Background: an optimization exercise with open tools, aiming at small area, a short achievable clock period and few clock cycles. Do not read the settings as production practice. Where RTL was checked, it was by simulation tests only, not by an equivalence proof against the original. No functional check of the RTL was part of runs 1 to 6. Power is estimated from default activity; no workload was simulated.

## flow/design.v

```verilog
package gimg_pkg;
  localparam logic [1:0] CFG_PATTERN_BYTES = 2'd0;
  localparam logic [1:0] CFG_LINE_BYTES    = 2'd1;
  localparam logic [1:0] CFG_LINE_TOTAL    = 2'd2;
  localparam logic [3:0]  PATTERN_BYTES_RST = 4'd2;
  localparam logic [15:0] LINE_BYTES_RST    = 16'd80;
  localparam logic [15:0] LINE_TOTAL_RST    = 16'd400;
  localparam logic [1:0] KIND_FILL    = 2'd0;
  localparam logic [1:0] KIND_LITERAL = 2'd1;
  localparam logic [1:0] KIND_PATTERN = 2'd2;
  localparam logic [7:0] TAG_PATTERN = 8'h00;
  localparam logic [7:0] TAG_BITSTR  = 8'h80;
  localparam logic [7:0] REP_MARK    = 8'hff;
  localparam logic [3:0] PH_LINE    = 4'd0;
  localparam logic [3:0] PH_SAW0    = 4'd1;
  localparam logic [3:0] PH_SAW00   = 4'd2;
  localparam logic [3:0] PH_REPN    = 4'd3;
  localparam logic [3:0] PH_TAG     = 4'd4;
  localparam logic [3:0] PH_PCOUNT  = 4'd5;
  localparam logic [3:0] PH_PATTERN = 4'd6;
  localparam logic [3:0] PH_LCOUNT  = 4'd7;
  localparam logic [3:0] PH_LITERAL = 4'd8;
  localparam logic [3:0] PH_LSKIP   = 4'd9;
endpackage
module gimg_cmpsub #(
  parameter int W = 8
) (
  input  logic [W-1:0] a,
  input  logic [W-1:0] b,
  output logic [W-1:0] d,
  output logic         ge,
  output logic         gt
);
  localparam int L = $clog2(W);
  logic [W-1:0] gl [0:L];
  logic [W-1:0] pl [0:L];
  assign gl[0] = a & ~b;
  assign pl[0] = ~(a ^ b);
  for (genvar l = 0; l < L; l++) begin : g_lvl
    for (genvar i = 0; i < W; i++) begin : g_bit
      if (((i >> l) & 1) == 1) begin : g_join
        localparam int J = ((i >> l) << l) - 1;
        assign gl[l+1][i] = gl[l][i] | (pl[l][i] & gl[l][J]);
        assign pl[l+1][i] = pl[l][i] & pl[l][J];
      end else begin : g_pass
        assign gl[l+1][i] = gl[l][i];
        assign pl[l+1][i] = pl[l][i];
      end
    end
  end
  assign d[0] = ~pl[0][0];
  for (genvar i = 1; i < W; i++) begin : g_sum
    assign d[i] = pl[0][i] ^ (gl[L][i-1] | pl[L][i-1]);
  end
  assign ge = gl[L][W-1] | pl[L][W-1];
  assign gt = gl[L][W-1];
endmodule
import gimg_pkg::*;
module gem_img_line_decoder (
  input  logic        clk,
  input  logic        rst_n,
  input  logic        in_valid,
  output logic        in_ready,
  input  logic [7:0]  in_data_byte,
  input  logic        in_image_start,
  output logic        out_valid,
  input  logic        out_ready,
  output logic [1:0]  out_run_kind,
  output logic [7:0]  out_fill_byte,
  output logic [63:0] out_pattern_word,
  output logic [15:0] out_byte_count,
  output logic        out_end_of_line,
  output logic [7:0]  out_line_repeats,
  output logic        out_image_done,
  input  logic        cfg_valid,
  output logic        cfg_ready,
  input  logic [1:0]  cfg_index,
  input  logic [15:0] cfg_data
);
  logic [2:0]  pm1_r;
  logic [15:0] lb_r;
  logic [15:0] lt_r;
  logic        a_vld, b_vld, ir_r;
  logic [7:0]  a_d, b_d;
  logic        b_s;
  logic [3:0]  ph_r;
  logic [15:0] bl_r;       
  logic [15:0] ll_r;       
  logic        act_r;      
  logic [7:0]  rep_r;      
  logic [10:0] tc_r;       
  logic [2:0]  idx_r;      
  logic        out_vld_r;
  logic [1:0]  kind_r;
  logic [7:0]  fill_r;
  logic [63:0] store_r;
  logic [10:0] cnt_r;      
  logic        eol_r;
  logic [7:0]  reps_r;
  logic        done_r;
  logic in_take, step, a_free, a_new_vld, a_new_s, init;
  logic b_vld_nxt;
  assign in_ready  = ir_r;
  assign in_take   = in_valid && !b_vld;
  assign step      = a_vld && (!out_vld_r || out_ready);
  assign a_free    = !a_vld || step;
  assign a_new_vld = b_vld || in_take;
  assign a_new_s   = b_vld ? b_s : in_image_start;
  assign init      = a_free && a_new_vld && a_new_s;
  assign b_vld_nxt = a_free ? 1'b0 : a_new_vld;
  assign cfg_ready = 1'b1;
  always_ff @(posedge clk) begin
    if (!rst_n) begin
      a_vld <= 1'b0;
      b_vld <= 1'b0;
      ir_r  <= 1'b1;
    end else begin
      if (a_free) a_vld <= a_new_vld;
      b_vld <= b_vld_nxt;
      ir_r  <= !b_vld_nxt;
    end
  end
  always_ff @(posedge clk) begin
    if (a_free) begin
      a_d <= b_vld ? b_d : in_data_byte;
    end
    if (!b_vld) begin
      b_d <= in_data_byte;
      b_s <= in_image_start;
    end
  end
  logic [7:0]  d;
  logic        line_start;
  logic [15:0] bl_e;
  logic        d_zero, d_80, d_ff;
  logic        tagph, solid, lit, patb, first, full, emit, cstep;
  logic [10:0] cnt;
  logic [10:0] dlo;
  logic        bge, bgt;
  logic [15:0] diff;
  logic        eol_c;
  logic [10:0] clip;
  logic [7:0]  llo;
  logic        lge, lgt;
  logic [15:0] ll_sub;
  logic        done_c;
  logic [7:0]  reps_c;
  logic        more;
  logic [10:0] tc_add, tc_sum;
  logic [3:0]  ph_nxt;
  logic [15:0] lt_in;
  assign d = a_d;
  assign line_start = (ph_r == PH_LINE);
  assign bl_e       = line_start ? lb_r : bl_r;
  assign d_zero = (d == 8'h00);
  assign d_80   = (d == TAG_BITSTR);
  assign d_ff   = (d == REP_MARK);
  assign tagph = line_start || (ph_r == PH_TAG);
  assign solid = tagph && !d_zero && !d_80;
  assign lit   = (ph_r == PH_LITERAL);
  assign patb  = (ph_r == PH_PATTERN) || ((ph_r == PH_SAW00) && !d_ff);
  assign first = (idx_r == 3'd0);
  assign full  = (idx_r == pm1_r);
  assign emit  = act_r && (solid || lit || (patb && full));
  assign cstep = (ph_r == PH_SAW0) || (ph_r == PH_PCOUNT);
  always_comb begin
    if (tagph)    cnt = {4'd0, d[6:0]};
    else if (lit) cnt = 11'd1;
    else          cnt = tc_r;
  end
  gimg_cmpsub #(.W(11)) u_bl (.a(bl_e[10:0]), .b(cnt), .d(dlo), .ge(bge), .gt(bgt));
  assign eol_c = (bl_e[15:11] == 5'd0) && !bgt;
  assign diff  = {bge ? bl_e[15:11] : bl_e[15:11] - 5'd1, dlo};
  assign clip  = eol_c ? bl_e[10:0] : cnt;
  gimg_cmpsub #(.W(8)) u_ll (.a(ll_r[7:0]), .b(rep_r), .d(llo), .ge(lge), .gt(lgt));
  assign done_c = (ll_r[15:8] == 8'd0) && !lgt;
  assign ll_sub = {lge ? ll_r[15:8] : ll_r[15:8] - 8'd1, llo};
  assign reps_c = done_c ? ll_r[7:0] : rep_r;
  assign more   = (tc_r[7:0] != 8'd1);
  assign tc_add = patb ? {3'd0, store_r[63:56]} : 11'h7ff;
  assign tc_sum = tc_r + tc_add;
  assign lt_in = (cfg_valid && cfg_index == CFG_LINE_TOTAL) ? cfg_data : lt_r;
  always_comb begin
    ph_nxt = ph_r;
    case (ph_r)
      PH_LINE, PH_TAG: begin
        if (d_zero)    ph_nxt = line_start ? PH_SAW0 : PH_PCOUNT;
        else if (d_80) ph_nxt = PH_LCOUNT;
        else           ph_nxt = eol_c ? PH_LINE : PH_TAG;
      end
      PH_SAW0:    ph_nxt = d_zero ? PH_SAW00 : PH_PATTERN;
      PH_SAW00, PH_PATTERN: begin
        if (d_ff && ph_r == PH_SAW00) ph_nxt = PH_REPN;
        else if (full)                ph_nxt = eol_c ? PH_LINE : PH_TAG;
        else                          ph_nxt = PH_PATTERN;
      end
      PH_REPN:    ph_nxt = PH_TAG;
      PH_PCOUNT:  ph_nxt = PH_PATTERN;
      PH_LCOUNT:  ph_nxt = d_zero ? PH_TAG : PH_LITERAL;
      PH_LITERAL: begin
        if (more) ph_nxt = eol_c ? PH_LSKIP : PH_LITERAL;
        else      ph_nxt = eol_c ? PH_LINE : PH_TAG;
      end
      PH_LSKIP:   ph_nxt = more ? PH_LSKIP : PH_LINE;
      default:    ph_nxt = PH_LINE;
    endcase
  end
  always_ff @(posedge clk) begin
    if (!rst_n) begin
      act_r <= 1'b0;
    end else if (init) begin
      act_r <= (lt_in != 16'd0);
    end else if (step && emit && eol_c && done_c) begin
      act_r <= 1'b0;
    end
  end
  always_ff @(posedge clk) begin
    if (init) begin
      ph_r  <= PH_LINE;
      ll_r  <= lt_in;
      rep_r <= 8'd1;
    end else if (step) begin
      ph_r <= ph_nxt;
      if (emit && eol_c)         ll_r <= ll_sub;
      if (emit && eol_c)         rep_r <= 8'd1;
      else if (ph_r == PH_REPN)  rep_r <= d_zero ? 8'd1 : d;
    end
    if (step) begin
      bl_r <= emit ? diff : bl_e;
      if (cstep || ph_r == PH_LCOUNT)                  tc_r <= {3'd0, d};
      else if ((patb && !full) || lit || ph_r == PH_LSKIP) tc_r <= tc_sum;
      idx_r <= patb ? idx_r + 3'd1 : 3'd0;
    end
  end
  logic       cl_en;
  logic [1:0] kind_n;
  logic [7:0] fill_n;
  logic [7:0] st_wr, st_hold;
  assign cl_en  = step && emit;
  assign kind_n = patb ? KIND_PATTERN : (lit ? KIND_LITERAL : KIND_FILL);
  assign fill_n = lit ? d : (patb ? 8'd0 : {8{d[7]}});
  always_ff @(posedge clk) begin
    if (!rst_n) begin
      out_vld_r <= 1'b0;
    end else begin
      out_vld_r <= (step && emit) || (!step && out_vld_r && !out_ready);
    end
  end
  always_ff @(posedge clk) begin
    kind_r <= (kind_n & {2{step}}) | (kind_r & {2{!step}});
    fill_r <= (fill_n & {8{step}}) | (fill_r & {8{!step}});
    cnt_r  <= (clip & {11{cl_en}}) | (cnt_r & {11{!cl_en}});
    eol_r  <= (eol_c & cl_en) | (eol_r & !cl_en);
    reps_r <= (reps_c & {8{cl_en && eol_c}}) | (reps_r & {8{!cl_en}});
    done_r <= (done_c & eol_c & cl_en) | (done_r & !cl_en);
  end
  always_comb begin
    for (int k = 0; k < 7; k++) begin
      st_wr[k]   = step && patb && (idx_r == 3'(k));
      st_hold[k] = !step || (patb && (idx_r != 3'(k)) && (idx_r != 3'd0));
    end
    st_wr[7]   = step && ((patb && idx_r == 3'd7) || cstep);
    st_hold[7] = !step || (patb && !full);
  end
  always_ff @(posedge clk) begin
    for (int k = 0; k < 8; k++) begin
      store_r[8*k +: 8] <= (d & {8{st_wr[k]}}) | (store_r[8*k +: 8] & {8{st_hold[k]}});
    end
  end
  assign out_valid        = out_vld_r;
  assign out_run_kind     = kind_r;
  assign out_fill_byte    = fill_r;
  assign out_pattern_word = store_r;
  assign out_byte_count   = {5'd0, cnt_r};
  assign out_end_of_line  = eol_r;
  assign out_line_repeats = reps_r;
  assign out_image_done   = done_r;
  always_ff @(posedge clk) begin
    if (!rst_n) begin
      pm1_r  <= 3'(PATTERN_BYTES_RST - 4'd1);
      lb_r   <= LINE_BYTES_RST;
      lt_r   <= LINE_TOTAL_RST;
    end else if (cfg_valid) begin
      case (cfg_index)
        CFG_PATTERN_BYTES: begin
          if (cfg_data[3:0] == 4'd0)     pm1_r <= 3'd0;
          else if (cfg_data[3:0] > 4'd8) pm1_r <= 3'd7;
          else                           pm1_r <= 3'(cfg_data[3:0] - 4'd1);
        end
        CFG_LINE_BYTES: lb_r <= cfg_data;
        CFG_LINE_TOTAL: lt_r <= cfg_data;
        default: begin
        end
      endcase
    end
  end
endmodule
```

## flow/flow/run.sh

```bash
#!/bin/bash
set -euo pipefail
bash standard.sh SETUP_SLACK_MARGIN=7.4 \
  "BUFFER_PORTS_ARGS=-buffer_cell sky130_fd_sc_hd__buf_1" \
  "CTS_ARGS=-sink_clustering_enable -repair_clock_nets -dont_use_dummy_load" \
  finish > standard.log 2>&1
```

## flow/standard.sh

```bash
#!/bin/bash
# synth_recipe.tcl (not shown) runs the flow's synth.tcl, then flattens the netlist and writes it again
# the make line also repeats each setting of config.mk as NAME=value (left out here)
make -C /OpenROAD-flow-scripts/flow DESIGN_CONFIG=/design/flow/config.mk WORK_HOME=/design/flow/orfs CLKGATE_MAP_FILE= SYNTH_SCRIPT=/design/flow/synth_recipe.tcl "${@:-finish}"
```

## flow/config.mk

```make
export PLATFORM = sky130hd
export DESIGN_NAME = gem_img_line_decoder
export DESIGN_NICKNAME = gem_img_line_decoder
export VERILOG_FILES = /design/flow/design.v
export SDC_FILE = /design/flow/constraint.sdc
export NUM_CORES = 4
export LEC_CHECK = 0
export ABC_AREA = 1
export CAP_MARGIN = 20
export CORE_MARGIN = 2
export CORE_UTILIZATION = 60
export PLACE_DENSITY = 0.75
export SETUP_SLACK_MARGIN = 5
export SLEW_MARGIN = 20
```

## flow/constraint.sdc

```tcl
create_clock -name core_clock -period 10.5 [get_ports {clk}]
set_input_delay 2.1000 -clock core_clock [delete_from_list [all_inputs] [get_ports {clk}]]
set_output_delay 2.1000 -clock core_clock [all_outputs]
set_load 0.01 [all_outputs]
```

==> results of run 1 <==
-- per-stage QoR --
stage | std cells | setup slack [ps] | instance area (µm²)
after floorplan | 1164 | 7250 | 10100
after global placement | 1461 | 5700 | 10500
after detailed placement | 1461 | 5660 | 10500
after CTS | 1510 | 7310 | 11600
after global routing | 1548 | 7280 | 12300
final | 1548 | 7330 | 12300
-- repair_timing --
item                                   CTS  global route
gates cloned                             3             3
setup endpoints to repair              265           174
endpoints found under the hold margin    0             0
pin swaps                                8            22
buffers inserted                        24            35
resized for setup                      101           119
-- area by class of cell --
| cell class | instances | area share (%) |
|---|---|---|
| Timing Repair inverter | 4 | 0.255 |
| Clock buffer | 22 | 4.49 |
| Tap cell | 216 | 2.20 |
| Multi-Input combinational cell | 788 | 38.4 |
| Inverter | 119 | 4.36 |
| Sequential cell | 210 | 41.0 |
| Timing Repair Buffer | 189 | 9.36 |
-- kinds of logic after synthesis --
logic type	share of synthesized area, %
xor+xnor	2.23
other cells	0.0765
simple gates	19.3
flops	50.7
fa+ha+maj	5.31
buf+inv	7.03
compound gates	13.4
mux	1.94
-- placed cells by master (no fill, tap or decap), types with 6 or more instances in the layout --
cell type / n
nand2_1: 244
o21ai_0: 131
dfxtp_1: 98
inv_1: 94
nor2_1: 77
edfxtp_1: 77
nand3_1: 73
buf_4: 53
buf_1: 49
buf_2: 46
a21oi_1: 42
ha_1: 37
dfxtp_2: 34
clkbuf_2: 27
clkbuf_16: 22
o21ai_1: 17
xor2_1: 15
o22ai_1: 14
mux2i_4: 12
nor3_1: 10
xnor2_1: 10
clkinvlp_4: 9
inv_2: 9
nor2_4: 7
mux2i_1: 7
buf_6: 7
nand3_2: 6
conb_1: 6
-- path summary, 6_finish.rpt --
check,startpoint,end,cells past startpoint
worst min register to register,reps_r[1],reps_r[1],2
worst max register to register,ph_r[1],bl_r[13],16
worst max-delay path,flop,out_image_done,1
worst min-delay path,reps_r[1],reps_r[1],2
-- worst min-delay path: cells and delay by family (launching register included) --
| kind | cells | cell delay, ps |
|---|---|---|
| AO/OA/AOI/OAI | 1 | 50 |
| flip-flops | 1 | 320 |
| AND/OR/NAND/NOR | 1 | 40 |
-- routing by layer --
| metal | part of all wire, % | global-route usage, % | wire length (µm) |
|---|---|---|---|
| met2 | 47 | 44.3 | 12400 |
| met3 | 7.2 | 4.81 | 1890 |
| met5 | 0 | 0 | 0 |
| met4 | 2.5 | 7.00 | 663 |
| met1 | 43 | 38.1 | 11200 |
-- power by group through the flow --
stage	registers, mW	clock network, mW	logic [mW]
after CTS	0.894	0.658	0.248
after detailed placement	0.911	0	0.228
after global placement	0.910	0	0.224
final	0.896	0.653	0.294
after global routing	0.898	0.685	0.326
after floorplan	0.909	0	0.180
==> results.txt, run 1 <==
* Run status: finished clean
* Critical path class: reg -> out
* Final Hold Fails at 0
* Hpwl dp at 16300 µm
* RSZ-0062 raised after global routing: yes
* Vias post-DR at between 8000 and 9000
* First-pass GRT wire length at around 39000 µm
* Top-area cell type share of the netlist area at 27.1%
* Syn_area_per_cell at approximately 8.5 µm²
* Vias in the first global route at 7749
* Setup slack, reg-to-reg at around 7500 ps
* Routed WL per cell at between 15 and 20 µm
* Leak Pwr at ~5.1 nW
* Seq cells post-synth at between 200 and 250
* CTS tree: done
* Core Region at approximately 16000 µm²
* Power after layout at 1.84 mW
* Vias per std cell at 5.63
* Remaining antenna violation count at 0
* Largest net degree at the start of global routing at 49
* Ranking of synthesized cells by area: dfxtp_1, edfxtp_1, nand2_1
* Clk buf depth at 3
* Row cnt at 46
* Syn Std Cell Area at just under 10000 µm²
* Req. time, crit path at 8400 ps
* Worst min path class: reg -> reg
* DRT Pass-1 Iters at 5
* Clock Latency Late Sink at just over 500 ps
* Setup crit end kind: primary output
* Cell Chain, Critical Path: clkbuf_2
* Max Fclk at roughly 0.32 GHz
* Fin crit share at 30.2%
* Max-Cap Viols at 0
* Worst path bufs/invs at 1
* CP top delay family: flip-flops
* Count leader, synth: nand2_1
* H-tree depth at 1
* Seq pwr share at approximately half
* Die X at 132 µm
* Die height at 132 µm
* Peak VDD IR at 0.112 mV
* Net Sw Frac at a little over a quarter
* Critical path's slowest cell: edfxtp_1
* Crit path max fanout at 1
* Combinational power share at 16.0%
* Psw at ~490 µW
* Setup TNS at 0 ps
* Layout Utilization at 76.9%
* Clk network pwr share at a little over a third
* CTS root buf: clkbuf_16
* Top post-synthesis cells by count: nand2_1, o21ai_0, dfxtp_1
* Startpoint Class: flop
* TritonCTS Buffers at 22
* Drt drc at 0
* Initial core utilization at between 60% and 70%
* Layout cells sized above 1 at 22.3%
* Worst-Margin Slew at between 600 and 700 ps
* Num ports at 135
* Mapped Cells at between 1000 and 1500
* Area grow syn2layout at 25.0%
* Synth async-reset ratio at 0%
* Layout net count at approximately 1400
* Synthesis Warnings at 7
* Reg area at approximately 5000 µm²
* Area of the multi-input gates at between 4000 and 5000 µm²
* Fin crit period at between 3000 and 4000 ps
* Fillers at between 1000 and 1500
* Synth area leader: dfxtp_1
* Crit-path max cell delay at ~400 ps
* Final Max Slew Viols at 0
* Clock Skew at around 41 ps
* Total Die Area at around 17000 µm²
* Rel. slew slack at around 54%
* Internal power at approximately 1.4 mW
* GRT Overall Usage at between 20% and 30%
* Reg clk slew, reported paths at roughly 60 ps
* Hold slack final at 449 ps
* Post-synthesis sequential area ratio at 50.7%
* Final Setup Violations at 0
* Clk sink count at between 200 and 250
* Initial antenna violation count at 0
* Post-synth EDFFs at 77
* Crit path arrival time at roughly 1100 ps
* Synth cell types at 46
* Power density over the cells at about 150 nW/µm²
* WL final at 26100 µm
* Hold Buf Count CTS at 0
* Number of port buffers at roughly 130
* # diodes at 0
* Ys flop type: dfxtp_1
* Remaining global-route overflow at 0
* GP Congestion at between 0.9 and 1
* Drt first-iter violations at 752
==> inputs of run 2 (changes only) <==
==> flow/flow/run.sh (replaced) <==
#!/bin/bash
set -euo pipefail
bash standard.sh SETUP_SLACK_MARGIN=7.3 \
  "BUFFER_PORTS_ARGS=-buffer_cell sky130_fd_sc_hd__buf_1" \
  "CTS_ARGS=-sink_clustering_enable -repair_clock_nets -dont_use_dummy_load" \
  finish > standard.log 2>&1
==> results.txt, run 2 <==
* Max Fclk at 0.317 GHz (+0.25%)
* Clk network pwr share at 36.0% (+0.6 points)
* Placed Instance Area at 10500 µm² (-0.36%)
* Hold depth at 2 (unchanged)
* Seq cells post-synth at 210 (unchanged)
* Worst min path class: reg -> reg
* Layout net count at 1389 (-1.3%)
* Die height at 132 µm (unchanged)
* Post-synthesis sequential area ratio at 50.7% (unchanged)
* Reg2reg path depth at 19 (+3)
* Final Setup Violations at 0 (unchanged)
* Most common cell after layout, fill and taps aside: nand2_1
* Fin crit share at 30.1% (-0.075 points)
* TritonCTS Buffers at 22 (unchanged)
* Synth cell types at 46 (unchanged)
* Syn_area_per_cell at 8.46 µm² (unchanged)
* Rel. slew slack at 54.6% (+0.60 points)
* Leak Pwr at 4.73 nW (-8.1%)
* Setup crit end kind: flop
* Net Sw Frac at 26.1% (-0.50 points)
* Hpwl dp at 16300 µm (-0.14%)
* Setup TNS at 0 ps (unchanged)
* Drt first-iter violations at 645 (-14%)
* Area share of fa/ha/maj cells after synthesis at 5.31% (unchanged)
* Post-Synth Simple-Gate Area at 19.3% (unchanged)
* Clk buf depth at 3 (unchanged)
* Top post-synthesis cells by count: nand2_1, o21ai_0, dfxtp_1
* Vias in the first global route at 7696 (-0.68%)
* Fillers at 1211 (+5.7%)
* Setup WS post-layout at 7340 ps (+7.92 ps)
* Req. time, crit path at 10850 ps (+2450 ps)
* Peak VDD IR at 0.107 mV (-4.4%)
* Count leader, synth: nand2_1
* Reg clk slew, reported paths at 50 ps (about the same)
* Synth Area in Compound Gates at 13.4% (unchanged)
* Crit path arrival time at 3510 ps (+2440 ps)
* Seq pwr share at 49.3% (+0.7 points)
* Core Region at 15900 µm² (unchanged)
* RSZ-0062 raised after global routing: yes
* Row cnt at 46 (unchanged)
* Synth async-reset ratio at 0% (unchanged)
* # diodes at 0 (unchanged)
* Run status: finished clean
* Hold Path End: store_r[0]
* Ys flop type: dfxtp_1
* Setup slack, reg-to-reg at 7410 ps (-90 ps)
* WL final at 24400 µm (-6.6%)
* DRT Pass-1 Iters at 5 (unchanged)
* Final Hold Fails at 0 (unchanged)
* CTS root buf: clkbuf_16
* Crit path max fanout at 5 (+4)
* Combinational power share at 14.6% (-1.4 points)
* Top-area cell type share of the netlist area at 27.1% (unchanged)
* H-tree depth at 1 (unchanged)
* Largest family of logic cells by synthesized area: simple AND/OR/NAND/NOR gates
* CTS tree: done
* Reg-to-Reg Start: a_d[7]
* Initial core utilization at 61.5% (unchanged)
* Xor/xnor share of the synthesized area at 2.23% (unchanged)
* Largest net degree at the start of global routing at 49 (unchanged)
* Num ports at 135 (unchanged)
* Worst-Margin Slew at 681 ps (-8.93 ps)
* Remaining antenna violation count at 0 (unchanged)
* Power after layout at 1.81 mW (-1.6%)
* Vias per std cell at 5.50 (-2.3%)
* Mapped Cells at 1160 (unchanged)
* Final Max Slew Viols at 0 (unchanged)
* Vias post-DR at 8412 (-3.5%)
* GP Congestion at 0.892 (-2.6%)
* Area grow syn2layout at 20.2%
* First-pass GRT wire length at 38000 µm (-2.0%)
* Final instance area at 11800 µm² (-3.8%)
* Remaining global-route overflow at 0 (unchanged)
* Critical path class: in -> reg
* Internal power at 1.34 mW (-0.94%)
* Final std cells w/o fill at 1530 (-1.2%)
* Hold slack final at 456 ps (+6.84 ps)
* Layout Utilization at 74.0% (-2.9 points)
* Post-synth EDFFs at 77 (unchanged)
* Most frequent cells in the layout: nand2_1, o21ai_0, dfxtp_1
* Synthesis Warnings at 7 (unchanged)
* Synth area leader: dfxtp_1
* Layout cells sized above 1 at 11.6% (-11 points)
* Ranking of synthesized cells by area: dfxtp_1, edfxtp_1, nand2_1
* Worst slack, placed at 5380 ps (-282 ps)
* Startpoint Class: input port
* Clk sink count at 210 (unchanged)
* Multiplexer share of the synthesized area at 1.94% (unchanged)
* Syn Std Cell Area at 9810 µm² (unchanged)
* Initial antenna violation count at 0 (unchanged)
* Clock Skew at 26.7 ps (-13.9 ps)
* Number of port buffers at 128 (unchanged)
* Hold path start: store_r[0]
* Total Die Area at 17400 µm² (unchanged)
* Worst reg2reg endpoint: tc_r[10]
* Clock Latency Late Sink at 510 ps (about the same)
* Cell count after placement at 1460 (-0.068%)
* Power density over the cells at 154 nW/µm² (+2.3%)
* GRT Overall Usage at 26.6% (-0.72 points)
* Drt drc at 0 (unchanged)
* Fin crit period at 3160 ps (-7.92 ps)
* Psw at 473 µW (-3.5%)
* Max-Cap Viols at 0 (unchanged)
* Routed WL per cell at 16.0 µm (-5.5%)
* Die X at 132 µm (unchanged)
-- run 2: worst max-delay path by stage --
stage | startpoint | end | cells after the start
floorplan | out_ready | ll_r[10] | 7
global placement | out_ready | ll_r[10] | 7
CTS | cfg_index[0] | act_r | 9
finish | cfg_index[1] | act_r | 9
global route | ph_r[0] | tc_r[10] | 19
detailed placement | out_ready | rep_r[1] | 10
-- run 2: logic make-up (layout without fill, tap and decap cells) --
kind of cell	count (synthesis)	count (layout)
buffers and inverters	168	318
AND/OR/NAND/NOR	451	451
AO/OA/AOI/OAI	244	244
adder cells (fa/ha/maj)	41	41
XOR/XNOR	25	25
flip-flops	210	210
other	2	6
multiplexers	19	19
-- run 2: area by class of cell --
type,count,area [µm²],share of cell area (%)
timing repair buffer,175,910,7.71
tap,216,270,2.29
clock buffer,22,551,4.67
inverter,119,517,4.38
sequential,210,4980,42.2
timing repair inverter,2,16.3,0.138
multi-input combinational,786,4550,38.6
-- run 2: routing by layer --
layer	share of wire [%]	up-vias	GRT usage (%)
met3	7.4	39	4.50
met1	44	3920	37.5
met5	0	-	1.94
met4	2.1	0	7.43
li1	-	4185	-
met2	46	268	42.1
-- run 2: critical path: stages --
cell     delay (ps)
buf_2           140
nand3_4         110
buf_12          150
mux2i_4         290
nand4_1         120
nor2_1          120
nand3_1         110
o31ai_2         300
a21oi_1          70
-- run 2: repair_timing --
action                     in CTS  in global routing
gates cloned                    2                  0
setup buffers                  16                 30
pin swaps                       5                 11
resized for setup              40                 38
hold buffers                    0                  0
setup endpoints to repair     230                117
-- run 2: power groups by stage --
| stage | logic, mW | clock network, mW | registers [mW] |
|---|---|---|---|
| floorplan | 0.179 | 0 | 0.908 |
| global placement | 0.223 | 0 | 0.910 |
| detailed placement | 0.227 | 0 | 0.911 |
| CTS | 0.243 | 0.660 | 0.893 |
| global route | 0.297 | 0.691 | 0.896 |
| finish | 0.265 | 0.653 | 0.894 |
==> inputs of run 3 (changes only) <==
==> flow/flow/run.sh (replaced) <==
#!/bin/bash
set -euo pipefail
bash standard.sh SETUP_SLACK_MARGIN=7.4 \
  "BUFFER_PORTS_ARGS=-buffer_cell sky130_fd_sc_hd__buf_1" \
  "CTS_ARGS=-sink_clustering_enable -repair_clock_nets -dont_use_dummy_load -buf_list sky130_fd_sc_hd__clkbuf_8" \
  finish > standard.log 2>&1
==> results.txt, run 3 <==
* Setup crit end kind: primary output
* Total Die Area at 17400 µm² (unchanged)
* Clock Skew at 28.6 ps (+1.96 ps)
* Crit path arrival time at 1060 ps (-2450 ps)
* Fin crit share at 30.1% (about the same)
* Rel. slew slack at 50.7% (-3.9 points)
* Area grow syn2layout at 24.2%
* # diodes at 0 (unchanged)
* Net Sw Frac at 27.4% (+1.3 points)
* Clk sink count at 210 (unchanged)
* Critical path class: reg -> out
* Final instance area at 12200 µm² (+3.3%)
* Largest net degree at the start of global routing at 49 (unchanged)
* Cell Chain, Critical Path: clkbuf_2
* Top-area cell type share of the netlist area at 27.1% (unchanged)
* Final Hold Fails at 0 (unchanged)
* Power density over the cells at 144 nW/µm² (-6.2%)
* Seq cells post-synth at 210 (unchanged)
* GRT Overall Usage at 27.2% (+0.62 points)
* Hold slack final at 454 ps (-1.24 ps)
* Most common cell after layout, fill and taps aside: nand2_1
* Ranking of synthesized cells by area: dfxtp_1, edfxtp_1, nand2_1
* Internal power at 1.28 mW (-4.8%)
* Clk buf depth at 3 (unchanged)
* Startpoint Class: flop
* Final Max Slew Viols at 0 (unchanged)
* Most frequent cells in the layout: nand2_1, o21ai_0, inv_1
* Drt first-iter violations at 725 (+12%)
* Core Region at 15900 µm² (unchanged)
* Layout net count at 1421 (+2.3%)
* Combinational power share at 15.9% (+1.3 points)
* TritonCTS Buffers at 35 (+59%)
* Synthesis Warnings at 7 (unchanged)
* Ys flop type: dfxtp_1
* Layout Utilization at 76.4% (+2.4 points)
* Layout cells sized above 1 at 25.0% (+13 points)
* Vias post-DR at 8763 (+4.2%)
* Reg clk slew, reported paths at 60 ps (about the same)
* Post-synthesis sequential area ratio at 50.7% (unchanged)
* Req. time, crit path at 8400 ps (-2450 ps)
* H-tree depth at 2 (+1)
* Die height at 132 µm (unchanged)
* Routed WL per cell at 16.4 µm (+2.8%)
* Worst min path class: reg -> reg
* Crit-path max cell delay at 410 ps (+110 ps)
* Run status: finished clean
* Worst path bufs/invs at 1 (-1)
* Leak Pwr at 5.22 nW (+10%)
* Setup TNS at 0 ps (unchanged)
* DRT Pass-1 Iters at 6 (+1)
* Max Fclk at 0.317 GHz (about the same)
* First-pass GRT wire length at 38600 µm (+1.5%)
* Top post-synthesis cells by count: nand2_1, o21ai_0, dfxtp_1
* RSZ-0062 raised after global routing: yes
* Crit path max fanout at 1 (-4)
* Syn_area_per_cell at 8.46 µm² (unchanged)
* Row cnt at 46 (unchanged)
* Mapped Cells at 1160 (unchanged)
* Synth area leader: dfxtp_1
* Num ports at 135 (unchanged)
* Max-Cap Viols at 0 (unchanged)
* Worst-Margin Slew at 739 ps (+58.0 ps)
* Placed Instance Area at 10500 µm² (+0.36%)
* Synth async-reset ratio at 0% (unchanged)
* Syn Std Cell Area at 9810 µm² (unchanged)
* Final Setup Violations at 0 (unchanged)
* Clk network pwr share at 33.2% (-2.8 points)
* CP top delay family: flip-flops
* GP Congestion at 0.916 (+2.7%)
* Hpwl dp at 16300 µm (+0.14%)
* Psw at 482 µW (+1.8%)
* Seq pwr share at 50.9% (+1.6 points)
* Vias per std cell at 5.61 (+2.0%)
* Critical path's slowest cell: edfxtp_1
* Number of port buffers at 128 (unchanged)
* Fin crit period at 3160 ps (-0.320 ps)
* WL final at 25600 µm (+5.0%)
* Vias in the first global route at 7830 (+1.7%)
* Initial antenna violation count at 0 (unchanged)
* Power after layout at 1.76 mW (-3.1%)
* Peak VDD IR at 0.107 mV (-0.26%)
* Die X at 132 µm (unchanged)
* CTS root buf: clkbuf_8
* Remaining antenna violation count at 0 (unchanged)
* Clock Latency Late Sink at 520 ps (about the same)
* CTS tree: done
* Post-synth EDFFs at 77 (unchanged)
* Count leader, synth: nand2_1
* Synth cell types at 46 (unchanged)
* Drt drc at 0 (unchanged)
* Initial core utilization at 61.5% (unchanged)
* Remaining global-route overflow at 0 (unchanged)
* Fillers at 1147 (-5.3%)
==> run 3: worst paths after layout <==
kind / from / slack, ps / endpoint / cells after the start
worst max-delay path: flop / 7340 / out_image_done / 1
worst min-delay path: b_d[6] / 450 / b_d[6] / 2
worst max register to register: ph_r[1] / 7530 / flop / 16
worst min register to register: b_d[6] / 450 / b_d[6] / 2
==> run 3: metrics by stage <==
| step | worst slack [ps] | std cells |
|---|---|---|
| finish | 7340 | 1562 |
| global route | 7330 | 1562 |
| CTS | 7320 | 1521 |
| detailed placement | 5660 | 1461 |
| global placement | 5700 | 1461 |
| floorplan | 7250 | 1164 |
==> run 3: metal layers <==
metal	vias up	routed length (µm)	global-route usage (%)
li1	4260	-	-
met1	4077	10900	37.4
met2	377	12200	43.7
met3	49	1980	5.07
met4	0	515	8.57
met5	-	0	0
==> run 3: cell type report <==
| cell class | count | area, µm² | area share, % |
|---|---|---|---|
| Clock buffer | 35 | 482 | 3.95 |
| Inverter | 119 | 547 | 4.49 |
| Multi-Input combinational cell | 789 | 4610 | 37.9 |
| Sequential cell | 210 | 5040 | 41.4 |
| Tap cell | 216 | 270 | 2.22 |
| Timing Repair Buffer | 190 | 1210 | 9.94 |
| Timing Repair inverter | 3 | 22.5 | 0.185 |
==> run 3: cells by family (layout without fill, tap and decap cells) <==
family,count (synthesis),in the layout,synth area share [%]
flip-flops,210,210,50.7
buffers and inverters,168,347,7.03
multiplexers,19,19,1.94
AO/OA/AOI/OAI,244,244,13.4
AND/OR/NAND/NOR,451,454,19.3
other,2,6,0.0765
XOR/XNOR,25,25,2.23
adder cells (fa/ha/maj),41,41,5.31
==> run 3: power by group through the flow <==
stage               logic, mW  clock network [mW]  registers [mW]
floorplan               0.180                   0           0.909
global placement        0.224                   0           0.910
detailed placement      0.228                   0           0.911
CTS                     0.247               0.587           0.894
global route            0.313               0.621           0.897
finish                  0.280               0.583           0.895
==> run 3: repair_timing <==
item,in CTS,in global routing
buffers inserted,22,38
setup endpoints to repair,306,184
hold buffers,0,0
gates resized for setup,138,102
cloned,3,3
pin swaps,8,20
==> inputs of run 4 (changes only) <==
==> flow/flow/run.sh (replaced) <==
#!/bin/bash
set -euo pipefail
bash standard.sh SETUP_SLACK_MARGIN=7.4 \
  "BUFFER_PORTS_ARGS=-buffer_cell sky130_fd_sc_hd__buf_1" \
  "CTS_ARGS=-sink_clustering_enable -repair_clock_nets -dont_use_dummy_load -buf_list sky130_fd_sc_hd__clkbuf_4" \
  finish > standard.log 2>&1
==> results.txt, run 4 <==
* Layout cells sized above 1 at 27.5% (+2.5 points)
* Seq pwr share at 53.5% (+2.6 points)
* Ys flop type: dfxtp_1
* Crit path max fanout at 1 (unchanged)
* Number of port buffers at 128 (unchanged)
* Vias in the first global route at 8083 (+3.2%)
* Peak VDD IR at 0.0938 mV (-12%)
* CTS tree: done
* Top-area cell type share of the netlist area at 27.1% (unchanged)
* Vias post-DR at 8760 (-0.034%)
* Fin crit share at 31.1% (+1.0 points)
* Net Sw Frac at 28.3% (+0.91 points)
* Leak Pwr at 5.19 nW (-0.73%)
* Final std cells w/o fill at 1567 (+0.32%)
* Reg clk slew, reported paths at 70 ps (about the same)
* Clock Latency Late Sink at 650 ps (+130 ps)
* Layout net count at 1426 (+0.35%)
* Syn_area_per_cell at 8.46 µm² (unchanged)
* Worst-Margin Slew at 829 ps (+89.8 ps)
* Synth area leader: dfxtp_1
* Cell Chain, Critical Path: buf_1
* Drt first-iter violations at 668 (-7.9%)
* Run status: finished clean
* Power density over the cells at 135 nW/µm² (-6.1%)
* Synth cell types at 46 (unchanged)
* Routed WL per cell at 16.4 µm (-0.14%)
* Critical path's slowest cell: edfxtp_1
* Remaining global-route overflow at 0 (unchanged)
* Internal power at 1.20 mW (-6.2%)
* RSZ-0062 raised after global routing: yes
* Ranking of synthesized cells by area: dfxtp_1, edfxtp_1, nand2_1
* Worst path bufs/invs at 1 (unchanged)
* Clk network pwr share at 30.3% (-2.9 points)
* Hold path start: b_d[2]
* Psw at 473 µW (-1.8%)
* Die height at 132 µm (unchanged)
* Power after layout at 1.67 mW (-5.0%)
* Syn Std Cell Area at 9810 µm² (unchanged)
* Mapped Cells at 1160 (unchanged)
* Row cnt at 46 (unchanged)
* CTS root buf: clkbuf_4
* Met3 routed WL at 2090 µm (+5.5%)
* First-pass GRT wire length at 39400 µm (+2.1%)
* Remaining antenna violation count at 0 (unchanged)
* Crit path arrival time at 1170 ps (+110 ps)
* Vias per std cell at 5.59 (-0.35%)
* Startpoint Class: flop
* Largest net degree at the start of global routing at 49 (unchanged)
* Area grow syn2layout at 25.7%
* Req. time, crit path at 8400 ps (about the same)
* Clock Skew at 45.9 ps (+17.2 ps)
* Combinational power share at 16.1% (+0.2 points)
* Core Region at 15900 µm² (unchanged)
* Initial antenna violation count at 0 (unchanged)
* Most common cell after layout, fill and taps aside: nand2_1
* Final Hold Fails at 0 (unchanged)
* H-tree depth at 2 (unchanged)
* # diodes at 0 (unchanged)
* Most frequent cells in the layout: nand2_1, o21ai_0, inv_1
* WL met2 at 12400 µm (+1.5%)
* GRT Overall Usage at 27.8% (+0.65 points)
* Crit-path max cell delay at 390 ps (-20 ps)
* Post-synth EDFFs at 77 (unchanged)
* Worst min path class: reg -> reg
* Count leader, synth: nand2_1
* Hold slack final at 459 ps (+4.15 ps)
* Reg-to-Reg Start: ph_r[0]
* Total Die Area at 17400 µm² (unchanged)
* GP Congestion at 0.916 (unchanged)
* Drt drc at 0 (unchanged)
* Clk sink count at 210 (unchanged)
* CP top delay family: flip-flops
* Post-Route M1 WL at 10700 µm (-1.9%)
* Top post-synthesis cells by count: nand2_1, o21ai_0, dfxtp_1
* WL final at 25700 µm (+0.18%)
* Critical path class: reg -> out
* Setup TNS at 0 ps (unchanged)
* Hpwl dp at 16300 µm (unchanged)
* Clk buf depth at 3 (unchanged)
* Num ports at 135 (unchanged)
* Rel. slew slack at 44.7% (-6.0 points)
* DRT Pass-1 Iters at 6 (unchanged)
* Final Setup Violations at 0 (unchanged)
* TritonCTS Buffers at 52 (+49%)
* Synth async-reset ratio at 0% (unchanged)
* Max Fclk at 0.306 GHz (-3.4%)
* Synthesis Warnings at 7 (unchanged)
* Final Max Slew Viols at 0 (unchanged)
* Die X at 132 µm (unchanged)
* Setup crit end kind: primary output
* Fin crit period at 3270 ps (+110 ps)
* Top routing layer used: met4
* Seq cells post-synth at 210 (unchanged)
* Max-Cap Viols at 0 (unchanged)
* Initial core utilization at 61.5% (unchanged)
* Post-synthesis sequential area ratio at 50.7% (unchanged)
* Cell count after placement at 1461 (unchanged)
==> run 4: cell counts after synthesis <==
No cell type changed its count.
==> run 4: timing repair <==
action                                  in CTS  in global routing
endpoints found under the setup margin     304                174
hold buffers                                 0                  0
setup buffers                               20                 28
pin swaps                                    5                 12
hold endpoints to repair                     0                  0
cloned                                       3                  3
resized for setup                          250                 72
==> run 4: per-stage QoR <==
step,setup slack [ps],util (%),area (µm²)
final,7230,77.3,12300
after global routing,7180,77.3,12300
after CTS,7190,74.3,11800
after detailed placement,5660,66.1,10500
after global placement,5700,66.1,10500
after floorplan,7250,-,10100
==> run 4: metal layers <==
layer / up-vias / global-route usage [%]
met5: - / 0
met4: 0 / 9.84
met3: 51 / 5.19
met2: 370 / 45.3
met1: 4070 / 37.4
li1: 4269 / -
==> run 4: final timing paths <==
kind | endpoint | slack, ps | cells past startpoint
worst max-delay path | out_byte_count[3] | 7230 | 1
worst min register to register | b_d[2] | 460 | 2
worst max register to register | ll_r[8] | 7590 | 14
worst min-delay path | b_d[2] | 460 | 2
==> run 4: layout make-up <==
cell class	count	area, µm²
clock buffer	52	390
fill	1154	3610
sequential	210	5080
timing repair inverter	4	31.3
tap	216	270
inverter	119	531
multi-input combinational	788	4570
timing repair buffer	178	1460
==> run 4: power groups by stage <==
stage | registers [mW] | logic, mW | clock network [mW]
6_report | 0.894 | 0.269 | 0.507
5_1_grt | 0.896 | 0.301 | 0.550
4_1_cts | 0.894 | 0.242 | 0.513
3_5_place_dp | 0.911 | 0.228 | 0
3_3_place_gp | 0.910 | 0.224 | 0
2_1_floorplan | 0.909 | 0.180 | 0
==> run 4: logic make-up (layout without fill, tap and decap cells) <==
| family | Yosys count | count (layout) | share of synthesized area [%] |
|---|---|---|---|
| and+or+nand+nor | 451 | 453 | 19.3 |
| AOI/OAI and AO/OA | 244 | 244 | 13.4 |
| DFF | 210 | 210 | 50.7 |
| buffers and inverters | 168 | 353 | 7.03 |
| adders and majority gates | 41 | 41 | 5.31 |
| xor gates and xnor gates | 25 | 25 | 2.23 |
| muxes | 19 | 19 | 1.94 |
| other | 2 | 6 | 0.0765 |
==> inputs of run 5 (changes only) <==
==> flow/flow/run.sh (replaced) <==
#!/bin/bash
set -euo pipefail
bash standard.sh SETUP_SLACK_MARGIN=7.3 \
  "BUFFER_PORTS_ARGS=-buffer_cell sky130_fd_sc_hd__buf_1" \
  "CTS_ARGS=-sink_clustering_enable -repair_clock_nets -dont_use_dummy_load -sink_clustering_size 24 -sink_clustering_max_diameter 80 -buf_list sky130_fd_sc_hd__clkbuf_16" \
  finish > standard.log 2>&1
==> results.txt, run 5 <==
* Fin crit period at 3200 ps (-66.3 ps)
* RSZ-0062 raised after global routing: no
* Initial antenna violation count at 0 (unchanged)
* Worst slack, placed at 5380 ps (-282 ps)
* # diodes at 0 (unchanged)
* Setup crit end kind: flop
* Top post-synthesis cells by count: nand2_1, o21ai_0, dfxtp_1
* Hpwl dp at 16300 µm (-0.14%)
* H-tree depth at 1 (-1)
* Critical path's slowest cell: mux2i_4
* Hold Path End: store_r[0]
* Peak VDD IR at 0.108 mV (+15%)
* Final Setup Violations at 0 (unchanged)
* Critical path class: in -> reg
* Max-Cap Viols at 0 (unchanged)
* Startpoint Class: input port
* Layout cells sized above 1 at 12.3% (-15 points)
* Seq cells post-synth at 210 (unchanged)
* GP Congestion at 0.892 (-2.6%)
* Number of port buffers at 128 (unchanged)
* Reg2reg path depth at 13 (-1)
* CTS tree: done
* Syn Std Cell Area at 9810 µm² (unchanged)
* WL final at 24500 µm (-4.4%)
* Vias per std cell at 5.53 (-1.1%)
* Worst-Margin Slew at 681 ps (-148 ps)
* CTS root buf: clkbuf_16
* Largest net degree at the start of global routing at 49 (unchanged)
* GRT Overall Usage at 26.4% (-1.5 points)
* Layout net count at 1388 (-2.7%)
* Reg-to-Reg Start: a_d[1]
* Vias post-DR at 8453 (-3.5%)
* Clock Latency Late Sink at 470 ps (-180 ps)
* Cell Chain, Critical Path: buf_1 -> nand3_4 -> buf_12 -> mux2i_4 -> nand4_1 -> nor2_1 -> nand3_1 -> o31ai_2 -> a21oi_1
* Rel. slew slack at 54.6% (+9.9 points)
* Fin crit share at 30.5% (-0.63 points)
* Synth async-reset ratio at 0% (unchanged)
* Ys flop type: dfxtp_1
* Post-synth EDFFs at 77 (unchanged)
* Ranking of synthesized cells by area: dfxtp_1, edfxtp_1, nand2_1
* Met3 routed WL at 1640 µm (-22%)
* Worst min path class: reg -> reg
* Clk buf depth at 3 (unchanged)
* Area grow syn2layout at 18.9%
* Remaining global-route overflow at 0 (unchanged)
* Setup TNS at 0 ps (unchanged)
* Initial core utilization at 61.5% (unchanged)
* Routed WL per cell at 16.0 µm (-2.0%)
* Reg clk slew, reported paths at 90 ps (+20 ps)
* Most frequent cells in the layout: nand2_1, o21ai_0, dfxtp_1
* Final Max Slew Viols at 0 (unchanged)
* Run status: finished clean
* Crit-path max cell delay at 310 ps (-80 ps)
* Core Region at 15900 µm² (unchanged)
* Top routing layer used: met4
* Num ports at 135 (unchanged)
* DRT Pass-1 Iters at 7 (+1)
* Clock Skew at 26.6 ps (-19.2 ps)
* Most common cell after layout, fill and taps aside: nand2_1
* Count leader, synth: nand2_1
* Hold slack final at 465 ps (+6.28 ps)
* Post-synthesis sequential area ratio at 50.7% (unchanged)
* Setup slack, reg-to-reg at 7470 ps (-120 ps)
* Mapped Cells at 1160 (unchanged)
* First-pass GRT wire length at 37900 µm (-3.8%)
* Req. time, crit path at 10840 ps (+2440 ps)
* Die X at 132 µm (unchanged)
* Row cnt at 46 (unchanged)
* Synth cell types at 46 (unchanged)
* Final Hold Fails at 0 (unchanged)
* Max Fclk at 0.312 GHz (+2.1%)
* Post-Route M1 WL at 11100 µm (+3.3%)
* Vias in the first global route at 7657 (-5.3%)
* Leak Pwr at 4.67 nW (-10%)
* Syn_area_per_cell at 8.46 µm² (unchanged)
* Drt first-iter violations at 602 (-9.9%)
* Synthesis Warnings at 7 (unchanged)
* Top-area cell type share of the netlist area at 27.1% (unchanged)
* Setup WS post-layout at 7300 ps (+66.3 ps)
* Power density over the cells at 139 nW/µm² (+2.9%)
* Remaining antenna violation count at 0 (unchanged)
* Power after layout at 1.63 mW (-2.7%)
* Die height at 132 µm (unchanged)
* Crit path arrival time at 3550 ps (+2380 ps)
* Hold path start: store_r[0]
* Clk sink count at 210 (unchanged)
* Crit path max fanout at 8 (+7)
* WL met2 at 11400 µm (-7.5%)
* TritonCTS Buffers at 12 (-77%)
* Drt drc at 0 (unchanged)
* Total Die Area at 17400 µm² (unchanged)
* Synth area leader: dfxtp_1
* Hold depth at 2 (unchanged)
## run 5: cell counts after synthesis
No cell type changed its count.
## run 5: how the worst max path moves through the flow
stage                   start  endpoint  slack [ps]  cells after the start
finish              cfg_valid     act_r        7300                      9
global placement    out_ready  ll_r[10]        5470                      7
global route        cfg_valid     act_r        7250                      9
CTS                   ph_r[0]  ll_r[10]        7290                     14
detailed placement  out_ready  rep_r[1]        5380                     10
floorplan           out_ready  ll_r[10]        7240                      7
## run 5: metrics by stage
step | utilization, % | instance area (µm²) | cells
floorplan | - | 10000 | 1164
global placement | 65.8 | 10500 | 1460
detailed placement | 65.8 | 10500 | 1460
CTS | 69.8 | 11100 | 1490
global route | 73.2 | 11700 | 1529
finish | 73.2 | 11700 | 1529
## run 5: cell families after synthesis
family,after synthesis,synth area share [%]
fa+ha+maj,41,5.31
buf+inv,168,7.03
compound gates,244,13.4
xor+xnor,25,2.23
simple gates,451,19.3
other cells,2,0.0765
flops,210,50.7
mux,19,1.94
## run 5: power by group
part	leakage, nW	switching [mW]	internal (mW)
registers	1.81	0.0153	0.878
clock network	0.148	0.251	0.206
logic	2.71	0.178	0.0987
## run 5: layout make-up
cell class	count	area, µm²
Inverter	119	519
Clock buffer	12	300
Timing Repair Buffer	183	968
Tap cell	216	270
Timing Repair inverter	2	16.3
Fill cell	1220	4280
Multi-Input combinational cell	787	4610
Sequential cell	210	4980
## run 5: critical path, delay by kind of cell
family | cells | cell delay [ps]
simple gates | 4 | 480
mux | 1 | 310
compound gates | 2 | 370
buf+inv | 2 | 270
## run 5: layer usage
layer | track usage [%] | up-vias
met4 | 5.50 | 0
li1 | - | 4178
met1 | 38.0 | 3960
met5 | 0 | -
met2 | 42.0 | 273
met3 | 4.54 | 42
## run 5: timing repair
item	4_1_cts	5_1_grt
gates cloned	2	1
hold endpoints to repair	0	0
pin swaps	6	18
hold buffers	0	0
buffers inserted	16	38
setup endpoints to repair	230	121
resized for setup	44	49
==> inputs of run 6 (changes only) <==
--- a/flow/design.v
+++ b/flow/design.v
@@ -78,5 +78,5 @@
   input  logic [15:0] cfg_data
 );
-  logic [2:0]  pm1_r;
+  logic [3:0]  plen_r;
   logic [15:0] lb_r;
   logic [15:0] lt_r;
@@ -137,5 +137,5 @@
   logic [10:0] cnt;
   logic [10:0] dlo;
-  logic        bge, bgt;
+  logic        bge;
   logic [15:0] diff;
   logic        eol_c;
@@ -161,5 +161,5 @@
   assign patb  = (ph_r == PH_PATTERN) || ((ph_r == PH_SAW00) && !d_ff);
   assign first = (idx_r == 3'd0);
-  assign full  = (idx_r == pm1_r);
+  assign full  = (idx_r == 3'(plen_r - 4'd1));
   assign emit  = act_r && (solid || lit || (patb && full));
   assign cstep = (ph_r == PH_SAW0) || (ph_r == PH_PCOUNT);
@@ -169,6 +169,10 @@
     else          cnt = tc_r;
   end
-  gimg_cmpsub #(.W(11)) u_bl (.a(bl_e[10:0]), .b(cnt), .d(dlo), .ge(bge), .gt(bgt));
-  assign eol_c = (bl_e[15:11] == 5'd0) && !bgt;
+  gimg_cmpsub #(.W(11)) u_bl (.a(bl_e[10:0]), .b(cnt), .d(dlo), .ge(bge), .gt());
+  logic lgt_ls, lgt_mid;
+  gimg_cmpsub #(.W(7))  u_ls  (.a(lb_r[6:0]), .b(d[6:0]), .d(), .ge(), .gt(lgt_ls));
+  gimg_cmpsub #(.W(11)) u_mid (.a(bl_r[10:0]), .b(cnt), .d(), .ge(), .gt(lgt_mid));
+  assign eol_c = line_start ? ((lb_r[15:7] == 9'd0) && !lgt_ls)
+                            : ((bl_r[15:11] == 5'd0) && !lgt_mid);
   assign diff  = {bge ? bl_e[15:11] : bl_e[15:11] - 5'd1, dlo};
   assign clip  = eol_c ? bl_e[10:0] : cnt;
@@ -278,5 +282,5 @@
   always_ff @(posedge clk) begin
     if (!rst_n) begin
-      pm1_r  <= 3'(PATTERN_BYTES_RST - 4'd1);
+      plen_r <= PATTERN_BYTES_RST;
       lb_r   <= LINE_BYTES_RST;
       lt_r   <= LINE_TOTAL_RST;
@@ -284,7 +288,7 @@
       case (cfg_index)
         CFG_PATTERN_BYTES: begin
-          if (cfg_data[3:0] == 4'd0)     pm1_r <= 3'd0;
-          else if (cfg_data[3:0] > 4'd8) pm1_r <= 3'd7;
-          else                           pm1_r <= 3'(cfg_data[3:0] - 4'd1);
+          if (cfg_data[3:0] == 4'd0)     plen_r <= 4'd1;
+          else if (cfg_data[3:0] > 4'd8) plen_r <= 4'd8;
+          else                           plen_r <= cfg_data[3:0];
         end
         CFG_LINE_BYTES: lb_r <= cfg_data;
==> results.txt, run 6 <==
* Cell Chain, Critical Path: buf_1 -> inv_4 -> nand2_2 -> nand2_8 -> buf_4 -> nor3_1 -> nand2_2 -> o22ai_1
* Crit path max fanout at 8 (unchanged)
* Crit path arrival time at 3560 ps (about the same)
* Synthesis Warnings at 10 (+3)
* Initial core utilization at 61.3% (-0.27 points)
* Synth area leader: dfxtp_1
* Hpwl dp at 17100 µm (+5.2%)
* Largest net degree at the start of global routing at 43 (-12%)
* First-pass GRT wire length at 39000 µm (+2.8%)
* Number of port buffers at 128 (unchanged)
* Power density over the cells at 134 nW/µm² (-3.8%)
* Most frequent cells in the layout: nand2_1, o21ai_0, dfxtp_1
* Seq cells post-synth at 210 (unchanged)
* Clk buf depth at 3 (unchanged)
* Remaining antenna violation count at 0 (unchanged)
* Met3 routed WL at 1780 µm (+8.4%)
* Top-area cell type share of the netlist area at 26.4% (-0.74 points)
* CP top delay family: simple AND/OR/NAND/NOR gates
* Total Die Area at 18000 µm² (+3.4%)
* Post-synth EDFFs at 76 (-1.3%)
* Startpoint Class: input port
* Core Region at 16600 µm² (+4.0%)
* Reg clk slew, reported paths at 90 ps (about the same)
* Final std cells w/o fill at 1603 (+4.8%)
* Rel. slew slack at 52.6% (-2.0 points)
* Clock Skew at 31.1 ps (+4.49 ps)
* Most common cell after layout, fill and taps aside: nand2_1
* Worst path most repeated cell: nand2_2
* CTS root buf: clkbuf_16
* WL final at 25600 µm (+4.4%)
* Die X at 134 µm (+1.7%)
* Vias in the first global route at 7919 (+3.4%)
* Power after layout at 1.60 mW (-1.9%)
* Routed WL per cell at 16.0 µm (-0.44%)
* Area grow syn2layout at 17.1%
* Critical path's slowest cell: nor3_1
* GRT Overall Usage at 26.5% (+0.10 points)
* Final Max Slew Viols at 0 (unchanged)
* Req. time, crit path at 10870 ps (+30 ps)
* Synth async-reset ratio at 0% (unchanged)
* Critical path class: in -> reg
* Worst path bufs/invs at 3 (+1)
* RSZ-0062 raised after global routing: yes
* # diodes at 0 (unchanged)
* Vias post-DR at 8904 (+5.3%)
* Peak VDD IR at 0.103 mV (-4.9%)
* TritonCTS Buffers at 12 (unchanged)
* Max Fclk at 0.314 GHz (+0.50%)
* Worst min path class: reg -> reg
* Syn Std Cell Area at 10200 µm² (+3.6%)
* Cell count after placement at 1534 (+5.1%)
* Final Hold Fails at 0 (unchanged)
* Max-Cap Viols at 0 (unchanged)
* Setup TNS at 0 ps (unchanged)
* Worst-Margin Slew at 709 ps (+27.7 ps)
* Syn_area_per_cell at 8.27 µm² (-2.3%)
* WL met2 at 12000 µm (+5.1%)
* Initial antenna violation count at 0 (unchanged)
* Post-Route M1 WL at 11300 µm (+1.8%)
* H-tree depth at 1 (unchanged)
* Fin crit period at 3190 ps (-16.1 ps)
* Run status: finished clean
* Clock Latency Late Sink at 470 ps (about the same)
* Final Setup Violations at 0 (unchanged)
* Layout net count at 1475 (+6.3%)
* Remaining global-route overflow at 0 (unchanged)
* Fin crit share at 30.3% (-0.15 points)
* Top post-synthesis cells by count: nand2_1, o21ai_0, inv_1
* Hold slack final at 454 ps (-10.5 ps)
* Drt drc at 0 (unchanged)
* Num ports at 135 (unchanged)
* Mapped Cells at 1229 (+5.9%)
* GP Congestion at 0.905 (+1.5%)
* Leak Pwr at 4.85 nW (+3.9%)
* Count leader, synth: nand2_1
* Crit-path max cell delay at 320 ps (about the same)
* Drt first-iter violations at 696 (+16%)
* Synth cell types at 50 (+8.7%)
* Layout cells sized above 1 at 12.1% (-0.19 points)
* Vias per std cell at 5.55 (+0.47%)
* Post-synthesis sequential area ratio at 48.9% (-1.8 points)
* CTS tree: done
* Top routing layer used: met4
* Ranking of synthesized cells by area: dfxtp_1, edfxtp_1, nand2_1
* Die height at 134 µm (+1.7%)
* Setup crit end kind: flop
* Clk sink count at 210 (unchanged)
* Ys flop type: dfxtp_1
* DRT Pass-1 Iters at 5 (-2)
* Row cnt at 47 (+2.2%)
-- run 6: area by class of cell --
cell class	count	area, µm²
flip-flops and latches	210	4970
multi-input cells	833	4800
fillers	1305	4690
repair buffers	181	925
inverters	145	612
clock buffers	12	300
well taps	220	275
repair inverters	2	12.5
-- run 6: timing repair --
action / in CTS / in global routing
cloned: 2 / 5
hold buffers: 0 / 0
buffers inserted: 16 / 34
endpoints found under the setup margin: 151 / 90
pin swaps: 5 / 21
gates resized for setup: 34 / 65
-- run 6: routing by layer --
layer | track usage, % | up-vias
met2 | 43.3 | 348
met1 | 38.0 | 4113
met3 | 3.40 | 40
li1 | - | 4403
met5 | 0 | -
met4 | 5.79 | 0
-- run 6: worst paths after layout --
kind | start | end | slack, ps | depth (start not counted)
worst max-delay path | out_ready | store_r[46] | 7310 | 8
worst min-delay path | b_d[6] | b_d[6] | 450 | 2
worst max register to register | ph_r[1] | bl_r[7] | 7420 | 19
worst min register to register | b_d[6] | b_d[6] | 450 | 2
-- run 6: power breakdown --
group | internal, mW | total (mW) | leakage, nW | switching (mW)
Sequential | 0.874 | 0.891 | 1.81 | 0.0167
Combinational | 0.0906 | 0.248 | 2.89 | 0.158
Clock | 0.206 | 0.456 | 0.148 | 0.251
Total | 1.17 | 1.60 | 4.85 | 0.425
-- run 6: stage by stage --
| stage | util, % | area (µm²) | setup WS, ps |
|---|---|---|---|
| 5_1_grt | 71.7 | 11900 | 7190 |
| 3_5_place_dp | 65.2 | 10800 | 6190 |
| 4_1_cts | 68.5 | 11400 | 7290 |
| 3_3_place_gp | 65.2 | 10800 | 6330 |
| 2_1_floorplan | - | 10300 | 7280 |
| 6_report | 71.7 | 11900 | 7310 |
-- run 6: kinds of logic after synthesis --
family	share of synthesized area (%)
simple gates	19.6
buf+inv	7.68
fa+ha+maj	7.22
xor+xnor	2.07
flops	48.9
other cells	0.0739
mux	0.591
compound gates	13.9
-- run 6: tightest hold or removal path, cell delays in order, from the launching register on --
cell	delay (ps)
dfxtp_1	310
nand2_1	50
nand2_1	60
==> inputs of run 7 (changes only) <==
--- a/flow/design.v
+++ b/flow/design.v
@@ -137,5 +137,5 @@
   logic [10:0] cnt;
   logic [10:0] dlo;
-  logic        bge;
+  logic        bge, bgt;
   logic [15:0] diff;
   logic        eol_c;
@@ -169,10 +169,6 @@
     else          cnt = tc_r;
   end
-  gimg_cmpsub #(.W(11)) u_bl (.a(bl_e[10:0]), .b(cnt), .d(dlo), .ge(bge), .gt());
-  logic lgt_ls, lgt_mid;
-  gimg_cmpsub #(.W(7))  u_ls  (.a(lb_r[6:0]), .b(d[6:0]), .d(), .ge(), .gt(lgt_ls));
-  gimg_cmpsub #(.W(11)) u_mid (.a(bl_r[10:0]), .b(cnt), .d(), .ge(), .gt(lgt_mid));
-  assign eol_c = line_start ? ((lb_r[15:7] == 9'd0) && !lgt_ls)
-                            : ((bl_r[15:11] == 5'd0) && !lgt_mid);
+  gimg_cmpsub #(.W(11)) u_bl (.a(bl_e[10:0]), .b(cnt), .d(dlo), .ge(bge), .gt(bgt));
+  assign eol_c = (bl_e[15:11] == 5'd0) && !bgt;
   assign diff  = {bge ? bl_e[15:11] : bl_e[15:11] - 5'd1, dlo};
   assign clip  = eol_c ? bl_e[10:0] : cnt;
@@ -184,5 +180,8 @@
   assign tc_add = patb ? {3'd0, store_r[63:56]} : 11'h7ff;
   assign tc_sum = tc_r + tc_add;
-  assign lt_in = (cfg_valid && cfg_index == CFG_LINE_TOTAL) ? cfg_data : lt_r;
+  logic ltw, lt_nz;
+  assign ltw   = cfg_valid && (cfg_index == CFG_LINE_TOTAL);
+  assign lt_in = ltw ? cfg_data : lt_r;
+  assign lt_nz = ltw ? (cfg_data != 16'd0) : (lt_r != 16'd0);
   always_comb begin
     ph_nxt = ph_r;
@@ -214,5 +213,5 @@
       act_r <= 1'b0;
     end else if (init) begin
-      act_r <= (lt_in != 16'd0);
+      act_r <= lt_nz;
     end else if (step && emit && eol_c && done_c) begin
       act_r <= 1'b0;
==> flow/flow/run.sh (replaced) <==
#!/bin/bash
set -euo pipefail
bash standard.sh SETUP_SLACK_MARGIN=7.42 \
  "BUFFER_PORTS_ARGS=-buffer_cell sky130_fd_sc_hd__buf_1" \
  "CTS_ARGS=-sink_clustering_enable -repair_clock_nets -dont_use_dummy_load -sink_clustering_size 24 -sink_clustering_max_diameter 80 -buf_list sky130_fd_sc_hd__clkbuf_16" \
  finish > standard.log 2>&1
--- a/flow/config.mk
+++ b/flow/config.mk
@@ -13,2 +13,3 @@
 export SETUP_SLACK_MARGIN = 5
 export SLEW_MARGIN = 20
+export TNS_END_PERCENT = 5
==> results.txt, run 7 <==
* Run status: finished clean
* Rel. slew slack at 52.6% (about the same)
* Layout Utilization at 70.6% (-1.2 points)
* Seq cells post-synth at 210 (unchanged)
* Final std cells w/o fill at 1530 (-4.6%)
* Cell Chain, Critical Path: buf_1
* GP Congestion at 0.922 (+1.9%)
* Final Setup Violations at 0 (unchanged)
* Power density over the cells at 143 nW/µm² (+6.3%)
* Post-synth EDFFs at 77 (+1.3%)
* WL final at 24100 µm (-5.9%)
* Ranking of synthesized cells by area: dfxtp_1, edfxtp_1, nand2_1
* Req. time, crit path at 8400 ps (-2470 ps)
* Layout cells sized above 1 at 9.74% (-2.3 points)
* Drt first-iter violations at 560 (-20%)
* First-pass GRT wire length at 38100 µm (-2.3%)
* Clock Skew at 23.3 ps (-7.81 ps)
* # diodes at 0 (unchanged)
* Die X at 132 µm (-1.4%)
* Post-synthesis sequential area ratio at 50.4% (+1.6 points)
* Reg clk slew, reported paths at 90 ps (about the same)
* Final Max Slew Viols at 0 (unchanged)
* Clk sink count at 210 (unchanged)
* TritonCTS Buffers at 12 (unchanged)
* Core Region at 16000 µm² (-3.5%)
* Count leader, synth: nand2_1
* Worst min path class: reg -> reg
* Mapped Cells at 1182 (-3.8%)
* CP top delay family: flip-flops
* DRT Pass-1 Iters at 5 (unchanged)
* H-tree depth at 1 (unchanged)
* Fin crit share at 30.3% (-0.091 points)
* Drt drc at 0 (unchanged)
* Layout net count at 1389 (-5.8%)
* Peak VDD IR at 0.111 mV (+7.4%)
* Hold slack final at 456 ps (+1.20 ps)
* Ys flop type: dfxtp_1
* RSZ-0062 raised after global routing: yes
* Worst-Margin Slew at 711 ps (+2.04 ps)
* Syn_area_per_cell at 8.34 µm² (+0.94%)
* Clk buf depth at 3 (unchanged)
* Critical path class: reg -> out
* CTS root buf: clkbuf_16
* Number of port buffers at 128 (unchanged)
* Startpoint Class: flop
* Cell count after placement at 1487 (-3.1%)
* GRT Overall Usage at 26.6% (+0.13 points)
* Remaining global-route overflow at 0 (unchanged)
* Num ports at 135 (unchanged)
* Clock Latency Late Sink at 470 ps (about the same)
* Critical path's slowest cell: dfxtp_2
* Leak Pwr at 4.49 nW (-7.3%)
* Most common cell after layout, fill and taps aside: nand2_1
* Final Hold Fails at 0 (unchanged)
* Syn Std Cell Area at 9860 µm² (-2.9%)
* Synth cell types at 49 (-2.0%)
* Crit path max fanout at 3 (-5)
* Fillers at 1331 (+2.0%)
* Vias post-DR at 8363 (-6.1%)
* Initial core utilization at 61.6% (+0.38 points)
* Vias per std cell at 5.47 (-1.6%)
* Synth area leader: dfxtp_1
* Top-area cell type share of the netlist area at 27.0% (+0.59 points)
* Area grow syn2layout at 14.5%
* Power after layout at 1.61 mW (+0.94%)
* Max-Cap Viols at 0 (unchanged)
* Setup crit end kind: primary output
* Top post-synthesis cells by count: nand2_1, o21ai_0, dfxtp_1
* Remaining antenna violation count at 0 (unchanged)
* Largest net degree at the start of global routing at 41 (-4.7%)
* Setup TNS at 0 ps (unchanged)
* Routed WL per cell at 15.8 µm (-1.4%)
* Worst path bufs/invs at 1 (-2)
* Die height at 132 µm (-1.4%)
* Vias in the first global route at 7853 (-0.83%)
* Fin crit period at 3180 ps (-9.56 ps)
* Crit-path max cell delay at 430 ps (+110 ps)
* CTS tree: done
* Hpwl dp at 16500 µm (-3.8%)
* Most frequent cells in the layout: nand2_1, o21ai_0, dfxtp_1
* Max Fclk at 0.315 GHz (+0.30%)
* Row cnt at 46 (-2.1%)
* Total Die Area at 17500 µm² (-2.8%)
* Synthesis Warnings at 7 (-3)
* Crit path arrival time at 1080 ps (-2480 ps)
* Initial antenna violation count at 0 (unchanged)
* Synth async-reset ratio at 0% (unchanged)
==> run 7: per-layer routing <==
metal | GRT usage (%) | part of all wire, % | wire [µm] | vias up
li1 | - | - | - | 4200
met1 | 34.9 | 43 | 10400 | 3858
met2 | 45.8 | 48 | 11500 | 267
met3 | 5.27 | 7.5 | 1800 | 38
met4 | 5.97 | 1.8 | 434 | 0
met5 | 0 | 0 | 0 | -
==> run 7: cell families (layout without fill, tap and decap cells) <==
logic type / Yosys count / count (layout) / share of synthesized area [%]
AO/OA/AOI/OAI: 261 / 261 / 14.4
XOR/XNOR: 19 / 19 / 1.69
adder cells (fa/ha/maj): 41 / 41 / 5.28
buffers and inverters: 182 / 309 / 7.33
flip-flops: 210 / 210 / 50.4
multiplexers: 10 / 10 / 1.03
other: 2 / 6 / 0.0761
AND/OR/NAND/NOR: 457 / 458 / 19.7
==> run 7: area by class of cell <==
class / count / area, µm² / area share (%)
Timing Repair inverter: 2 / 13.8 / 0.122
Multi-Input combinational cell: 795 / 4430 / 39.3
Sequential cell: 210 / 4990 / 44.2
Inverter: 137 / 573 / 5.07
Tap cell: 216 / 270 / 2.39
Clock buffer: 12 / 300 / 2.66
Timing Repair Buffer: 158 / 712 / 6.30
==> run 7: path summary, 6_finish.rpt <==
path                     to  cells past startpoint      start  slack [ps]
hold reg to reg      b_d[6]                      2     b_d[6]         460
setup / recovery  out_valid                      1  out_vld_r        7320
hold / removal       b_d[6]                      2     b_d[6]         460
setup reg to reg   ll_r[11]                     13    ph_r[3]        7480
==> run 7: worst reg2reg max path, delay by kind of cell, from the launching register on <==
kind / cells / cell delay (ps)
compound gates: 4 / 760
fa+ha+maj: 1 / 330
buf+inv: 3 / 380
flops: 1 / 390
simple gates: 5 / 860
==> run 7: through the flow <==
stage	instance area (µm²)	setup slack, ps
finish	11300	7320
global route	11300	7210
CTS	11000	7240
detailed placement	10600	6430
global placement	10600	6490
floorplan	10000	7300
==> run 7: repair_timing <==
action,CTS,global route
pin swaps,5,8
setup endpoints to repair,211,218
hold buffers,0,0
cloned,1,2
resized for setup,26,36
setup buffers,10,18
hold endpoints to repair,0,0
==> run 7: power breakdown <==
group / switching [mW] / total (mW) / internal (mW) / leakage (nW)
Sequential: 0.0157 / 0.894 / 0.878 / 1.81
Combinational: 0.172 / 0.258 / 0.0860 / 2.53
Clock: 0.253 / 0.459 / 0.206 / 0.148
Testbench counts of run 7, summed over its fixed seeds: cycles 18,194.

[re-timing with driven ports]
No port has a modelled driver above. Below, the same layouts with a new extraction and two added sets of constraints.
Step 1 (the two cells are an assumption about what drives the block):
set clk [get_ports {clk}]
set_driving_cell -lib_cell sky130_fd_sc_hd__clkbuf_16 $clk
set_driving_cell -lib_cell sky130_fd_sc_hd__buf_2 [delete_from_list [all_inputs] $clk]
Step 2 adds t to the input delays and takes it off the output delays; t is the mean of the earliest and latest rising clock arrival at the registers after step 1. Input paths then give back, and output paths get back, about the clock's delay inside the block.
Slacks: no drivers / after step 1 / after step 2; pairs: no drivers / after step 1.
run	t (ns)	slack for setup (ns)	worst setup path after step 2
run 1	0.536	7.333 / 7.293 / 6.902	input to register
run 2	0.540	7.341 / 7.303 / 6.810	input to register
run 3	0.543	7.341 / 7.303 / 6.836	input to register
run 4	0.661	7.231 / 7.197 / 6.752	input to register
run 5	0.500	7.298 / 7.318 / 6.817	input to register
run 6	0.502	7.314 / 7.304 / 6.835	input to register
run 7	0.504	7.323 / 7.277 / 6.941	input to register
After both steps setup and hold are still met in every run listed. For run 2, which loses most, drivers alone change the setup slack by -0.038 ns; drivers and shift together by -0.531 ns.
